Context: an optimization exercise on an open-source flow, tuned for small area, a short achievable clock period and few clock cycles per item. The choices shown serve that exercise and are no tape-out recipe.
In this exercise RTL edits were held to simulation tests only and were not proved equivalent to the original.
No activity file was given, so power comes from the tool's default toggle rates.

==> 05-17: inputs <==
==> flow/design.v <==
`timescale 1ns/1ns
`default_nettype none
module pcie_dma_top #(
    parameter int FDEPTH = 3           
)(
    input  wire          clk,
    input  wire          i_rst_n,
    input  wire [7:0]    i_cfg_pbus_num,
    input  wire [4:0]    i_cfg_pbus_dev_num,
    input  wire          i_axis_master_tvld,
    output logic         o_axis_master_trdy,
    input  wire [127:0]  i_axis_master_tdata,
    input  wire [3:0]    i_axis_master_tkeep,
    input  wire          i_axis_master_tlast,
    input  wire          i_axis_slave_trdy,
    output logic         o_axis_slave_tvld,
    output logic [127:0] o_axis_slave_tdata,
    output logic         o_axis_slave_tlast
);
    localparam int CAP = FDEPTH + 1;               
    localparam int NW  = $clog2(CAP + 3);
    localparam int PW  = (FDEPTH > 1) ? $clog2(FDEPTH) : 1;
    localparam int HW  = 16 + 8 + 5 + 3 + 2;       
    localparam int QW  = 32 + HW;                  
    logic          trdy_q;
    logic [31:0]   d1;
    logic [63:0]   oh1;        
    logic [HW-1:0] h1;         
    logic [3:0]    bw1;        
    logic          rv1;        
    logic          disc;       
    logic [12:0]   cfg_q;
    wire accept = i_axis_master_tvld && trdy_q;
    wire len1   = (i_axis_master_tdata[9:0] == 10'd1);
    wire ok0    = accept && !disc && i_axis_master_tlast && len1;
    wire acc_rd = accept && !i_axis_master_tdata[30];
    assign o_axis_master_trdy = trdy_q;
    always_ff @(posedge clk)
    begin
        d1    <= i_axis_master_tdata[127:96];
        for (int w = 0; w < 64; w++)
            oh1[w] <= (i_axis_master_tdata[71:66] == 6'(w));
        h1    <= {i_axis_master_tdata[63:48], i_axis_master_tdata[47:40],
                  i_axis_master_tdata[70:66], i_axis_master_tdata[22:20],
                  i_axis_master_tdata[13:12]};
        cfg_q <= {i_cfg_pbus_num, i_cfg_pbus_dev_num};
    end
    always_ff @(posedge clk or negedge i_rst_n)
    begin
        if (!i_rst_n)
        begin
            disc <= 1'b0;
            bw1  <= '0;
            rv1  <= 1'b0;
        end
        else
        begin
            if (accept)
                disc <= !i_axis_master_tlast;
            bw1 <= (ok0 && (i_axis_master_tdata[31:24] == 8'h40)) ? i_axis_master_tdata[35:32] : 4'h0;
            rv1 <= ok0 && (i_axis_master_tdata[31:24] == 8'h00);
        end
    end
    logic [63:0][31:0] mem;
    logic [31:0]       wdat;
    logic [63:0][3:0]  wen;
    assign wdat = d1 & {32{i_rst_n}};
    always_comb
    begin
        for (int w = 0; w < 64; w++)
            for (int b = 0; b < 4; b++)
                wen[w][b] = (oh1[w] && bw1[b]) || !i_rst_n;
    end
    always_ff @(posedge clk)
    begin
        for (int w = 0; w < 64; w++)
            for (int b = 0; b < 4; b++)
                if (wen[w][b])
                    mem[w][b*8 +: 8] <= wdat[b*8 +: 8];
    end
    logic [31:0]   rlo;
    logic [31:0]   rhi;
    logic [31:0]   rlo_d;
    logic [31:0]   rhi_d;
    logic [HW-1:0] h2;
    logic          rv2;
    always_comb
    begin
        rlo_d = '0;
        rhi_d = '0;
        for (int w = 0; w < 32; w++)
        begin
            rlo_d = rlo_d | (mem[w]      & {32{oh1[w]}});
            rhi_d = rhi_d | (mem[w + 32] & {32{oh1[w + 32]}});
        end
    end
    always_ff @(posedge clk)
    begin
        rlo <= rlo_d;
        rhi <= rhi_d;
        h2  <= h1;
    end
    wire [QW-1:0] p2 = {rlo | rhi, h2};
    wire          rd = rv2;
    logic          ov;
    logic [QW-1:0] od;
    logic [QW-1:0] fb [FDEPTH];
    logic [PW-1:0] wp;
    logic [PW-1:0] rp;
    logic [NW-1:0] fc;
    wire o_free   = !ov || i_axis_slave_trdy;
    wire f_empty  = (fc == '0);
    wire o_from_f = o_free && !f_empty;
    wire o_from_p = o_free && f_empty && rd;
    wire f_push   = rd && !o_from_p;
    wire f_pop    = o_from_f;
    wire pop      = ov && i_axis_slave_trdy;
    wire [NW-1:0] held  = NW'(ov) + NW'(fc) + NW'(rv2) + NW'(rv1);
    wire          k_lo  = (held <= NW'(CAP - 2));
    wire          k_one = (held == NW'(CAP - 1));
    wire          k_top = (held == NW'(CAP));
    wire          room  = k_lo || (k_one && (pop || !acc_rd)) || (k_top && pop && !acc_rd);
    always_ff @(posedge clk or negedge i_rst_n)
    begin
        if (!i_rst_n)
        begin
            trdy_q <= 1'b0;
            rv2    <= 1'b0;
            ov     <= 1'b0;
            wp     <= '0;
            rp     <= '0;
            fc     <= '0;
        end
        else
        begin
            trdy_q <= room;
            rv2    <= rv1;
            ov     <= o_from_f || o_from_p || (ov && !i_axis_slave_trdy);
            if (f_push)
                wp <= (wp == PW'(FDEPTH - 1)) ? '0 : wp + 1'b1;
            if (f_pop)
                rp <= (rp == PW'(FDEPTH - 1)) ? '0 : rp + 1'b1;
            case ({f_push, f_pop})
                2'b10:   fc <= fc + 1'b1;
                2'b01:   fc <= fc - 1'b1;
                default: fc <= fc;
            endcase
        end
    end
    always_ff @(posedge clk)
    begin
        od <= ({QW{o_from_f}} & fb[rp])
            | ({QW{o_from_p}} & p2)
            | ({QW{ov && !i_axis_slave_trdy}} & od);
        if (f_push)
            fb[wp] <= p2;
    end
    always_comb
    begin
        o_axis_slave_tdata          = '0;
        o_axis_slave_tdata[127:96]  = od[QW-1 -: 32];           
        o_axis_slave_tdata[95:80]   = od[33:18];                
        o_axis_slave_tdata[79:72]   = od[17:10];                
        o_axis_slave_tdata[70:64]   = {od[9:5], 2'b00};         
        o_axis_slave_tdata[63:48]   = {cfg_q, 3'b000};          
        o_axis_slave_tdata[43:32]   = 12'd4;                    
        o_axis_slave_tdata[31:24]   = 8'h4a;                    
        o_axis_slave_tdata[22:20]   = od[4:2];                  
        o_axis_slave_tdata[13:12]   = od[1:0];                  
        o_axis_slave_tdata[9:0]     = 10'd1;                    
    end
    assign o_axis_slave_tvld  = ov;
    assign o_axis_slave_tlast = 1'b1;
endmodule
`default_nettype wire
==> flow/run.sh <==
#!/bin/bash
# synth_recipe.tcl (not shown) runs the flow's synth.tcl, then flattens the netlist and writes it again
# the make line also repeats each setting of config.mk as NAME=value (left out here)
make -C /OpenROAD-flow-scripts/flow DESIGN_CONFIG=/design/flow/config.mk WORK_HOME=/design/flow/orfs CLKGATE_MAP_FILE= SYNTH_SCRIPT=/design/flow/synth_recipe.tcl finish
==> flow/config.mk <==
export PLATFORM = sky130hd
export DESIGN_NAME = pcie_dma_top
export DESIGN_NICKNAME = pcie_dma_top
export VERILOG_FILES = /design/flow/design.v
export SDC_FILE = /design/flow/constraint.sdc
export NUM_CORES = 4
export LEC_CHECK = 0
export CAP_MARGIN = 20
export CORE_MARGIN = 2
export CORE_UTILIZATION = 65
export CTS_CLUSTER_DIAMETER = 60
export CTS_CLUSTER_SIZE = 20
export SETUP_SLACK_MARGIN = 3.0
export SLEW_MARGIN = 20
==> flow/constraint.sdc <==
create_clock -name core_clock -period 5.5 [get_ports {clk}]
set_input_delay 1.1000 -clock core_clock [delete_from_list [all_inputs] [get_ports {clk}]]
set_output_delay 1.1000 -clock core_clock [all_outputs]
set_load 0.01 [all_outputs]
==> inputs of 11-06, as changes to 05-17 <==
--- a/flow/design.v
+++ b/flow/design.v
@@ -20,17 +20,19 @@
     localparam int CAP = FDEPTH + 1;               
-    localparam int NW  = $clog2(CAP + 3);
+    localparam int NW  = $clog2(CAP + 1);
     localparam int PW  = (FDEPTH > 1) ? $clog2(FDEPTH) : 1;
-    localparam int HW  = 16 + 8 + 5 + 3 + 2;       
-    localparam int QW  = 32 + HW;                  
-    logic          trdy_q;
-    logic [31:0]   d1;
-    logic [63:0]   oh1;        
-    logic [HW-1:0] h1;         
-    logic [3:0]    bw1;        
-    logic          rv1;        
-    logic          disc;       
-    logic [12:0]   cfg_q;
+    localparam int QW  = 32 + 16 + 8 + 5 + 3 + 2;  
+    logic        trdy_q;
+    logic [31:0] d1;
+    logic [4:0]  a1;
+    logic [63:0] oh1;
+    logic [15:0] rid1;
+    logic [7:0]  tag1;
+    logic [3:0]  bw1;      
+    logic [2:0]  tc1;
+    logic [1:0]  attr1;
+    logic        rv1;      
+    logic        disc;     
+    logic [12:0] cfg_q;
     wire accept = i_axis_master_tvld && trdy_q;
     wire len1   = (i_axis_master_tdata[9:0] == 10'd1);
-    wire ok0    = accept && !disc && i_axis_master_tlast && len1;
     wire acc_rd = accept && !i_axis_master_tdata[30];
@@ -40,9 +42,12 @@
         d1    <= i_axis_master_tdata[127:96];
+        a1    <= i_axis_master_tdata[70:66];
         for (int w = 0; w < 64; w++)
             oh1[w] <= (i_axis_master_tdata[71:66] == 6'(w));
-        h1    <= {i_axis_master_tdata[63:48], i_axis_master_tdata[47:40],
-                  i_axis_master_tdata[70:66], i_axis_master_tdata[22:20],
-                  i_axis_master_tdata[13:12]};
+        rid1  <= i_axis_master_tdata[63:48];
+        tag1  <= i_axis_master_tdata[47:40];
+        tc1   <= i_axis_master_tdata[22:20];
+        attr1 <= i_axis_master_tdata[13:12];
         cfg_q <= {i_cfg_pbus_num, i_cfg_pbus_dev_num};
     end
+    wire ok0 = accept && !disc && i_axis_master_tlast && len1;
     always_ff @(posedge clk or negedge i_rst_n)
@@ -63,2 +68,3 @@
     end
+    wire rd = rv1;
     logic [63:0][31:0] mem;
@@ -80,26 +86,10 @@
     end
-    logic [31:0]   rlo;
-    logic [31:0]   rhi;
-    logic [31:0]   rlo_d;
-    logic [31:0]   rhi_d;
-    logic [HW-1:0] h2;
-    logic          rv2;
+    logic [31:0] rdat;
     always_comb
     begin
-        rlo_d = '0;
-        rhi_d = '0;
-        for (int w = 0; w < 32; w++)
-        begin
-            rlo_d = rlo_d | (mem[w]      & {32{oh1[w]}});
-            rhi_d = rhi_d | (mem[w + 32] & {32{oh1[w + 32]}});
-        end
+        rdat = '0;
+        for (int w = 0; w < 64; w++)
+            rdat = rdat | (mem[w] & {32{oh1[w]}});
     end
-    always_ff @(posedge clk)
-    begin
-        rlo <= rlo_d;
-        rhi <= rhi_d;
-        h2  <= h1;
-    end
-    wire [QW-1:0] p2 = {rlo | rhi, h2};
-    wire          rd = rv2;
+    wire [QW-1:0] p1 = {rdat, rid1, tag1, a1, tc1, attr1};
     logic          ov;
@@ -110,14 +100,9 @@
     logic [NW-1:0] fc;
-    wire o_free   = !ov || i_axis_slave_trdy;
-    wire f_empty  = (fc == '0);
+    wire o_free = !ov || i_axis_slave_trdy;
+    wire f_empty = (fc == '0);
     wire o_from_f = o_free && !f_empty;
-    wire o_from_p = o_free && f_empty && rd;
-    wire f_push   = rd && !o_from_p;
-    wire f_pop    = o_from_f;
-    wire pop      = ov && i_axis_slave_trdy;
-    wire [NW-1:0] held  = NW'(ov) + NW'(fc) + NW'(rv2) + NW'(rv1);
-    wire          k_lo  = (held <= NW'(CAP - 2));
-    wire          k_one = (held == NW'(CAP - 1));
-    wire          k_top = (held == NW'(CAP));
-    wire          room  = k_lo || (k_one && (pop || !acc_rd)) || (k_top && pop && !acc_rd);
+    wire f_push = rd;
+    wire f_pop  = o_from_f;
+    wire pop    = ov && i_axis_slave_trdy;
+    wire [NW:0] n_next = NW'(ov) + fc + NW'(rd) - NW'(pop);
     always_ff @(posedge clk or negedge i_rst_n)
@@ -127,3 +112,2 @@
             trdy_q <= 1'b0;
-            rv2    <= 1'b0;
             ov     <= 1'b0;
@@ -135,5 +119,4 @@
         begin
-            trdy_q <= room;
-            rv2    <= rv1;
-            ov     <= o_from_f || o_from_p || (ov && !i_axis_slave_trdy);
+            trdy_q <= (n_next + (NW+1)'(acc_rd)) <= (NW+1)'(CAP - 1);
+            ov     <= o_from_f || (ov && !i_axis_slave_trdy);
             if (f_push)
@@ -142,7 +125,6 @@
                 rp <= (rp == PW'(FDEPTH - 1)) ? '0 : rp + 1'b1;
-            case ({f_push, f_pop})
-                2'b10:   fc <= fc + 1'b1;
-                2'b01:   fc <= fc - 1'b1;
-                default: fc <= fc;
-            endcase
+            if (f_push && !f_pop)
+                fc <= fc + 1'b1;
+            else if (f_pop && !f_push)
+                fc <= fc - 1'b1;
         end
@@ -151,7 +133,6 @@
     begin
-        od <= ({QW{o_from_f}} & fb[rp])
-            | ({QW{o_from_p}} & p2)
-            | ({QW{ov && !i_axis_slave_trdy}} & od);
+        if (o_from_f)
+            od <= fb[rp];
         if (f_push)
-            fb[wp] <= p2;
+            fb[wp] <= p1;
     end
==> impl_results.md <==
- Syn Inst Count: 4943
- Number of non-clock buffers: 420
- Cell Chain, Critical Path: buf_4 > a22o_1 > a221oi_1 > nand4_1 > or4_4
- Clock group: 11.7 mW
- Synthesized area: 89210 sq um
- Simple-gate share of the synthesized area: 4.407%
- DR vias/cell: 7.305
- FFs w/ async S/R, synth: 0.6073%
- EDFF count, synth: ~2300
- Core outline area: 135800 sq um
- Outcome: finished clean
- Met3 WL post-DR: 40150 microns
- Sequential area share after synthesis: between 80% and 90%
- Initial DRC Count: 9008
- Switching Share: 22.63%
- Fraction of area in multi-input gates: 15.52%
The numbers above come from 11-06.

==> impl_results.md <==
- Initial DRC Count: approximately 8500
- Met3 WL post-DR: 34450 microns
- Outcome: finished clean
- Core outline area: 139200 sq um
- DR vias/cell: 6.955
- Sequential area share after synthesis: 81.36%
- Synthesized area: a little over 90000 sq um
- Simple-gate share of the synthesized area: 5.981%
- Switching Share: 23.10%
- Syn Inst Count: 5387
- FFs w/ async S/R, synth: 0.6228%
The numbers above come from 05-17.

Testbench counts of 05-17, summed over its fixed seeds: cycles 17,095, items 16,000.
Testbench counts of 11-06, summed over its fixed seeds: cycles 17,095, items 16,000.

-- static timing again, ports no longer ideal --
No port has a modelled driver above. Below, the same layouts with a new extraction and two added sets of constraints. Step 1: set_driving_cell puts a clkbuf_16 on clk and a buf_2 on each other input, an assumption about the parent block. Step 2 also shifts input and output timing later by t, the mid clock arrival at the registers, as if the neighbouring blocks saw the same clock. a / b / c = ideal ports / drivers / drivers and shift; a / b = the first two.
| run | shift t [ns] | setup slack, ns | clock arrival spread, ns |
|---|---|---|---|
| 05-17 | 0.884 | 2.988 / 2.964 / 2.188 | 0.036 / 0.036 |
| 11-06 | 0.877 | 2.917 / 2.917 / 2.108 | 0.037 / 0.037 |
After both steps every run listed still meets setup and hold. The setup slack of 11-06, which loses most, moves by 0.000 ns with the drivers and by -0.809 ns with both steps.
